Source: an optimization exercise on an open RTL-to-GDS flow (aim: small area, a short achievable clock period and few clock cycles per item). Production flows keep margins and buffers that such runs may drop.

==> inputs of run X <==
Design isr_core, start of the top module:
module isr_core #(
    parameter  int DATA_WID = isr_pkg::DATA_WID,
    localparam int ROOT_WID = DATA_WID / 2,
    localparam int RES_WID  = ROOT_WID + 3
) (
    input  logic                clk,
    input  logic                rst,
    input  logic [DATA_WID-1:0] a,
    input  logic                clken,
    input  logic                calcen,
    output logic                busy,
    output logic                done,
    output logic [ROOT_WID-1:0] root,
    output logic [ROOT_WID:0]   rem
);
export LEC_CHECK = 0
export CAP_MARGIN = 20
export CORE_MARGIN = 2
export CORE_UTILIZATION = 40
export SETUP_SLACK_MARGIN = 0.8
export SLEW_MARGIN = 20
export TNS_END_PERCENT = 5
create_clock -name core_clock -period 5.0 [get_ports {clk}]
standard.sh (not shown) runs the stock make flow with config.mk's settings and CLKGATE_MAP_FILE= SYNTH_SCRIPT=/design/flow/synth_recipe.tcl, a recipe that flattens the netlist after the stock synthesis.
==> flow/flow/run.sh <==
#!/bin/bash
# The standard layout (the standard.sh, all steps) with two options
# changed: no full/half-adder extraction in synthesis (ADDER_MAP_FILE empty),
# so ABC maps adders as plain gates, and the port buffers that placement
# inserts on every input and output are the small buf_1 (the resizer still
# sizes them as timing needs). Registers are untouched by either.
set -euo pipefail
bash standard.sh ADDER_MAP_FILE= "BUFFER_PORTS_ARGS=-buffer_cell sky130_fd_sc_hd__buf_1" finish > standard_make.log 2>&1
==> run A: changes against run X <==
--- a/flow/design.v
+++ b/flow/design.v
@@ -68,14 +68,16 @@
                 (b2_a[T-1:0] & op_a[T-1:0]), pos_a};
         q_a  = (neg_a ? qm : q)  | ({ROOT_WID{pos_a || neg_a}} & u_a[ROOT_WID-1:0]);
         qm_a = (pos_a ? q  : qm) | ({ROOT_WID{zer_a}} & u_a[ROOT_WID-1:0]);
         sb_pos  = sel_after(a2_a[T -: 6], b2_a[T -: 6], ~fp_a[T -: 6]);
         sb_neg  = sel_after(a2_a[T -: 6], b2_a[T -: 6], fn_a[T -: 6]);
         sb_zero = sel_after(a2_a[T -: 6], b2_a[T -: 6], 6'd0);
-        pos_b = (pos_a & sb_pos[1]) | (neg_a & sb_neg[1]) | (zer_a & sb_zero[1]);
-        neg_b = (pos_a & sb_pos[0]) | (neg_a & sb_neg[0]) | (zer_a & sb_zero[0]);
+        if (hold)       {pos_b, neg_b} = 2'b00;
+        else if (pos_a) {pos_b, neg_b} = sb_pos;
+        else if (neg_a) {pos_b, neg_b} = sb_neg;
+        else            {pos_b, neg_b} = sb_zero;
         zer_b = !hold && !pos_b && !neg_b;
         a2_b = {ys_a[T-1:0], pin[0]};
         b2_b = {yc_a[T-1:0], 1'b0};
         fp_b = {2'b00, q_a,  1'b0} | u_b;
         fn_b = {2'b00, qm_a, 1'b0} | u_a | u_b;
         op_b = ({RES_WID{pos_b}} & ~fp_b) | ({RES_WID{neg_b}} & fn_b);
@@ -111,82 +113,27 @@
     localparam int NBLK = (WID + BLK - 1) / BLK;
     logic [NBLK:0] cin;      
     assign cin[0] = 1'b0;
     for (genvar b = 0; b < NBLK; b++) begin : g_blk
         localparam int LO = b * BLK;
         localparam int W  = (LO + BLK <= WID) ? BLK : WID - LO;
-        logic         co;
-        logic [W-1:0] lower_ones;    
-        isr_bkadd #(
-            .WID (W)
-        ) u_add (
-            .x    (x[LO +: W]),
-            .y    (y[LO +: W]),
-            .s    (blk_sum[LO +: W]),
-            .cout (co)
-        );
+        logic [W:0] s;
+        assign s = {1'b0, x[LO +: W]} + {1'b0, y[LO +: W]};
+        assign blk_sum[LO +: W] = s[W-1:0];
         if (LO + W < WID) begin : g_cy
-            assign blk_cy[LO + W] = co;
-            if (W > 1) begin : g_z
-                assign blk_cy[LO + W - 1 -: W - 1] = '0;
-            end
+            assign blk_cy[LO + W] = s[W];
+            assign blk_cy[LO + W - 1 -: W - 1] = '0;
             assign cin[b+1] = y[LO + W] | (cin[b] & (&x[LO +: W]));
         end else begin : g_top
-            if (W > 1) begin : g_z
-                assign blk_cy[WID-1 -: W - 1] = '0;
-            end
+            assign blk_cy[WID-1 -: W - 1] = '0;
             assign cin[b+1] = 1'b0;
         end
-        assign lower_ones[0] = 1'b1;
-        for (genvar i = 1; i < W; i++) begin : g_ones
-            assign lower_ones[i] = &x[LO +: i];
-        end
-        assign prop[LO +: W] = x[LO +: W] ^ ({W{cin[b]}} & lower_ones);
+        assign prop[LO +: W] = x[LO +: W] + W'(cin[b]);
     end
     assign blk_cy[0] = 1'b0;
 endmodule
-module isr_bkadd #(
-    parameter int WID = 16
-) (
-    input  logic [WID-1:0] x,
-    input  logic [WID-1:0] y,
-    output logic [WID-1:0] s,
-    output logic           cout
-);
-    localparam int LV = (WID < 2) ? 1 : $clog2(WID);
-    localparam int N  = 1 << LV;
-    localparam int NS = 2 * LV;          
-    logic [N-1:0] g0;
-    logic [N-1:0] p0;
-    assign g0 = N'(x & y);
-    assign p0 = N'(x ^ y);
-    for (genvar st = 1; st < NS; st++) begin : g_stage
-        localparam int L  = (st <= LV) ? st - 1 : 2 * LV - 1 - st;
-        localparam bit UP = (st <= LV);
-        logic [N-1:0] gi, pi, go, po;
-        if (st == 1) begin : g_first
-            assign gi = g0;
-            assign pi = p0;
-        end else begin : g_next
-            assign gi = g_stage[st-1].go;
-            assign pi = g_stage[st-1].po;
-        end
-        for (genvar i = 0; i < N; i++) begin : g_bit
-            if (( UP && (i + 1) % (2 << L) == 0) ||
-                (!UP && (i + 1) % (2 << L) == (1 << L) && i >= (2 << L))) begin : g_op
-                assign go[i] = gi[i] | (pi[i] & gi[i-(1<<L)]);
-                assign po[i] = pi[i] & pi[i-(1<<L)];
-            end else begin : g_pass
-                assign go[i] = gi[i];
-                assign po[i] = pi[i];
-            end
-        end
-    end
-    assign s    = x ^ y ^ {g_stage[NS-1].go[WID-2:0], 1'b0};
-    assign cout = g_stage[NS-1].go[WID-1];
-endmodule
 module isr_core #(
     parameter  int DATA_WID = isr_pkg::DATA_WID,
     localparam int ROOT_WID = DATA_WID / 2,
     localparam int RES_WID  = ROOT_WID + 3
 ) (
     input  logic                clk,
@@ -211,14 +158,12 @@
     logic                add2;       
     logic                fix;        
     logic                denorm;
     logic                skip;       
     logic                skip_half;
     logic [6:0]          cnt;
-    logic [7:0]          cnt_lo;     
-    logic [15:0]         cnt_hi;     
     logic                at0;        
     logic                at1;        
     logic [5:0]          nsh;
     logic                calcen_d;
     logic                done_seen;
     logic                armed;
@@ -239,13 +184,13 @@
         for (int i = 0; i < RES_WID; i++) begin
             if (i == ROOT_WID)
                 mark[i] = at0;
             else if (i == ROOT_WID - 2)
                 mark[i] = at1;
             else if (i % 2 == 0 && i < ROOT_WID)
-                mark[i] = cnt_lo[((ROOT_WID - i) / 2) % 8] && cnt_hi[((ROOT_WID - i) / 2) / 8];
+                mark[i] = (cnt == 7'((ROOT_WID - i) / 2));
             else
                 mark[i] = 1'b0;
         end
     end
     isr_assim #(
         .WID (RES_WID),
@@ -312,13 +257,13 @@
         if (start) begin
             ys_other   = {{(RES_WID-ROOT_WID){1'b0}}, a[DATA_WID-1:ROOT_WID]};
             root_other = '0;
         end
         if (add1) ys_other = blk_sum;
         if (add2) ys_other = prop;
-        if (add1 && fix) root_other = qm;     
+        if (add1 && fix) root_other = yc[ROOT_WID:1] & ~mark[ROOT_WID:1];
         if (denorm) begin
             ys_other   = ys >> 2;
             root_other = root >> 2;
         end
         ys_nx   = run ? ys_b : ys_other;
         root_nx = run ? q_b  : root_other;
@@ -332,14 +277,12 @@
             add2      <= 1'b0;
             fix       <= 1'b0;
             denorm    <= 1'b0;
             skip      <= 1'b0;
             skip_half <= 1'b0;
             cnt       <= '0;
-            cnt_lo    <= '0;
-            cnt_hi    <= '0;
             at0       <= 1'b0;
             at1       <= 1'b0;
             nsh       <= '0;
             calcen_d  <= 1'b0;
             done_seen <= 1'b0;
             armed     <= 1'b0;
@@ -353,14 +296,12 @@
             done     <= 1'b0;
             if (done) done_seen <= 1'b1;
             if (!busy) begin
                 skip      <= 1'b0;
                 skip_half <= 1'b0;
                 cnt       <= '0;
-                cnt_lo    <= 8'd1;
-                cnt_hi    <= 16'd1;
                 at0       <= 1'b1;
                 at1       <= 1'b0;
                 nsh       <= '0;
                 fix       <= 1'b0;
             end
             if (idle) begin
@@ -376,15 +317,13 @@
                     skip_half <= !skip_half;
                     if (skip_half) begin
                         nsh  <= nsh + 1'b1;
                         skip <= ys[ROOT_WID-3 -: 4] == 4'd0 && nsh != 6'h3e;
                     end
                 end else begin
-                    cnt    <= cnt + 1'b1;
-                    cnt_lo <= {cnt_lo[6:0], cnt_lo[7]};
-                    if (cnt_lo[7]) cnt_hi <= {cnt_hi[14:0], cnt_hi[15]};
+                    cnt  <= cnt + 1'b1;
                     at0  <= 1'b0;
                     at1  <= at0;
                     if (last) begin
                         run  <= 1'b0;
                         add1 <= 1'b1;
                     end
==> flow/run.sh (new file) <==
#!/bin/bash
# synth_recipe.tcl (not shown) runs the flow's synth.tcl, then flattens the netlist and writes it again
# the make line also repeats each setting of config.mk as NAME=value (left out here)
make -C /OpenROAD-flow-scripts/flow DESIGN_CONFIG=/design/flow/config.mk WORK_HOME=/design/flow/orfs CLKGATE_MAP_FILE= SYNTH_SCRIPT=/design/flow/synth_recipe.tcl finish
--- a/flow/config.mk
+++ b/flow/config.mk
@@ -7,7 +7,6 @@
 export LEC_CHECK = 0
 export CAP_MARGIN = 20
 export CORE_MARGIN = 2
 export CORE_UTILIZATION = 40
 export SETUP_SLACK_MARGIN = 0.8
 export SLEW_MARGIN = 20
-export TNS_END_PERCENT = 5
removed: flow/flow/run.sh
removed: flow/standard.sh
==> comparison table <==
| quantity | run A | run X |
|---|---|---|
| Outcome | complete, no violations | complete, no violations |
| Worst path depth | 16 | 13 |
| Post-route minimum period | 4400 ps | 4240 ps |
| Hold Path Class | flip-flop to flip-flop | primary input to flip-flop |
| Tightest Pin Transition | 1200 ps | 1210 ps |
| Launch point of the worst reg-to-reg path | at0$_DFF_PP0_ | ys[126]$_DFFE_PP0P_ |
| Destination of the worst register-to-register timing path | ys[8]$_DFFE_PP0P_ | yc[41]$_SDFF_PN0_ |
| Post-layout nets | 7413 | 7548 |
| Synthesized-area fraction occupied by adder cells | 14.9% | 5.68% |
| Met1 wire length | 100000 um | 102000 um |
| Wire length of the first global-routing pass | 384000 um | 372000 um |
| Portion of the post-synthesis area used by sequential elements | 28.0% | 28.7% |
| Hold Startpoint | pend[66]$_DFF_P_ | calcen |
| Multi-In Gates | 4939 | 5657 |
| Routed length per instance | 31.2 um | 28.2 um |
| Clock buffers created by TritonCTS | 85 | 89 |
No functional check of the RTL was part of any run of this note.

-- port drivers added, routing unchanged --
Ports are ideal in the flow. The routed layouts listed here were re-timed in OpenROAD.
Step 1: set_driving_cell puts a clkbuf_16 on clk and a buf_2 on each other input, an assumption about the parent block.
Step 2 times the ports against the registers' clock, not the clock port: input delays grow and output delays shrink by t, the midpoint of the rising clock arrivals with the driver on.
Three values: ideal ports, drivers, drivers and shift; two values: the first two.
| run | shift t [ns] | setup WS [ns] | pins driven straight from the clock port |
|---|---|---|---|
| run X | 0.792 | 0.755 / 0.755 / 0.755 | 1 |
| run A | 0.768 | 0.602 / 0.602 / 0.602 | 1 |
After both steps setup and hold are still met in every run listed.
